This is an optimization exercise on Yosys and OpenROAD, whose aim is small area, a short achievable clock period and few clock cycles per item, not a production implementation.
In this exercise RTL edits were held to simulation tests only and were not proved equivalent to the original.

// unison_polyblep_saw_oscillator
module unison_polyblep_saw_oscillator (
  input  logic                         clk,
  input  logic                         rst,
  input  logic                         in_valid,
  output logic                         in_ready,
  input  logic                         restart,
  output logic                         out_valid,
  input  logic                         out_ready,
  output logic signed [OUT_W-1:0]      sample_out,
  input  logic                         cfg_valid,
  output logic                         cfg_ready,
  input  logic        [CFG_IDX_W-1:0]  cfg_index,
  input  logic        [CFG_DATA_W-1:0] cfg_data
);
  localparam int NV = MAX_VOICES;
  localparam int YW = 37;                  
  localparam int XW = 32 + YW;             
  localparam int GAW = 52;                 
  localparam int GBW = 49;                 
  function automatic logic [XW-1:0] booth_k();
    logic [XW-1:0] k;
    k = '0;
    for (int i = 0; i < 17; i++) k = k - (XW'(1) << (33 + 2*i));
    booth_k = k;
  endfunction
  ...
clock: 12.5 ns
lec_check: 0
cap_margin: 20
core_margin: 2
core_utilization: 40
place_density: 0.6
setup_slack_margin: 5
slew_margin: 20
run.sh (not shown) runs the stock make flow with config.mk's settings and CLKGATE_MAP_FILE= SYNTH_SCRIPT=/design/flow/synth_recipe.tcl, a recipe that flattens the netlist after the stock synthesis.
The first run finished clean.
Testbench counts at the start, summed over its fixed seeds: cycles 10,890, samples 4,608.
Change:
--- a/flow/config.mk
+++ b/flow/config.mk
@@ -11,3 +11,2 @@
 export PLACE_DENSITY = 0.6
-export SETUP_SLACK_MARGIN = 5
 export SLEW_MARGIN = 20
=>
- The changed run passed the timing, DRC and antenna checks
- clock-buffer cell count fell by 7
- clock skew fell by 0.029 ns
- final cell count fell by 3.7%
- die area is unchanged
- synthesized cell count does not change
- hold slack is worse by 0.010 ns
- wire length fell by 9.6%


unison_polyblep_saw_oscillator, a different RTL version from the one above (not shown whole).
Size: about 10000 cells after synthesis, ~710 flip-flops, about 60 I/O pins, ~79000 sq um of cells after synthesis.
==> flow/config.mk <==
export PLATFORM = sky130hd
export DESIGN_NAME = unison_polyblep_saw_oscillator
export DESIGN_NICKNAME = unison_polyblep_saw_oscillator
export VERILOG_FILES = /design/flow/design.v
export SDC_FILE = /design/flow/constraint.sdc
export NUM_CORES = 4
export LEC_CHECK = 0
export ABC_AREA = 1
export CAP_MARGIN = 20
export CORE_MARGIN = 2
export CORE_UTILIZATION = 40
export PLACE_DENSITY = 0.6
export SETUP_SLACK_MARGIN = 5
export SLEW_MARGIN = 20
==> flow/constraint.sdc <==
create_clock -name core_clock -period 12.5 [get_ports {clk}]
set_input_delay 2.5000 -clock core_clock [delete_from_list [all_inputs] [get_ports {clk}]]
set_output_delay 2.5000 -clock core_clock [all_outputs]
set_load 0.01 [all_outputs]
The starting point finished clean.
Testbench counts at the start, summed over its fixed seeds: cycles 10,195, samples 4,608.
Rerun with:
Settings changed: CAP_MARGIN 20 to 10, SLEW_MARGIN 20 to 10.
Count of clock-buffer cells in the layout is higher by 15.
Maximum frequency hardly moves.
First-iteration DRC count is lower by 2.9%.
Via count is higher by 0.52%.
Final area is higher by 0.82%.
Global-route usage is higher by 0.20 points.
Hold slack is worse by 4.1 ps.
Worst setup slack is better by 3.4 ps.
Register-to-register slack stays flat.


run a:
Another version of the RTL of unison_polyblep_saw_oscillator (not shown whole).
Size: roughly 710 flip-flops, ~60 I/O pins.
Settings: LEC_CHECK=0, ABC_AREA=1, CAP_MARGIN=10, CORE_MARGIN=2, CORE_UTILIZATION=40, PLACE_DENSITY=0.6, SETUP_SLACK_MARGIN=5, SLEW_MARGIN=10; clock period 12.5 ns.
Run a | stages: all done | timing, DRC, antenna: all pass
Testbench counts of run a, summed over its fixed seeds: cycles 10,195, samples 4,608.
Input-level comparison between run b and run a:
-- flow/config.mk --
<<< run a, line 7
export LEC_CHECK = 0
export ABC_AREA = 1
export CAP_MARGIN = 10
export CORE_MARGIN = 2
export CORE_UTILIZATION = 40
export PLACE_DENSITY = 0.6
export SETUP_SLACK_MARGIN = 5
export SLEW_MARGIN = 10
>>> run b, line 7
export LEC_CHECK = 0
export ABC_AREA = 1
export CAP_MARGIN = 20
export CORE_MARGIN = 2
export CORE_UTILIZATION = 40
export PLACE_DENSITY = 0.6
export SETUP_SLACK_MARGIN = 5
export SLEW_MARGIN = 20
Notes after the runs:
- Between run b and run a, the fraction of area in registers does not differ in any meaningful way.
- As far as overall fraction of global-route tracks in use is concerned, run b and run a perform about the same.
- Synthesis-to-finish area growth ended up 0.70 points lower on run b than on run a.
- Cell with the biggest individual delay on the critical path: sky130_fd_sc_hd__o21ai_0 -> run a, sky130_fd_sc_hd__ha_1 -> run b

==> separate check: timing with driven ports <==
The results above use ideal ports. As a check the final layouts listed here were re-extracted and re-timed, cells and wires unchanged. Step 1 assumes that a clkbuf_16 drives the clock port and a buf_2 every other input. Step 2 times the ports against the registers' clock, not the clock port: input delays grow and output delays shrink by t, the midpoint of the rising clock arrivals with the driver on. Slacks: ideal ports / drivers / drivers and shift; pairs: ideal ports / drivers.
run	t, ns	slack for setup (ns)	worst setup path at the end	clock arrival spread, ns	slew at the worst register clock pin (ns)
the first run of note 1	0.828	3.208 / 3.208 / 3.208	register to register	0.109 / 0.109	0.07 / 0.07
the second run of note 1	0.826	1.045 / 1.045 / 1.045	register to register	0.072 / 0.072	0.08 / 0.08
the first run of note 2	0.811	5.060 / 5.060 / 5.060	register to register	0.041 / 0.040	0.07 / 0.07
the second run of note 2	0.803	5.063 / 5.063 / 5.063	register to register	0.035 / 0.035	0.07 / 0.07
run a	0.826	4.491 / 4.491 / 4.491	register to register	0.068 / 0.067	0.08 / 0.08
run b	0.820	4.621 / 4.621 / 4.621	register to register	0.074 / 0.074	0.08 / 0.08
After both steps setup and hold are still met in every run listed.
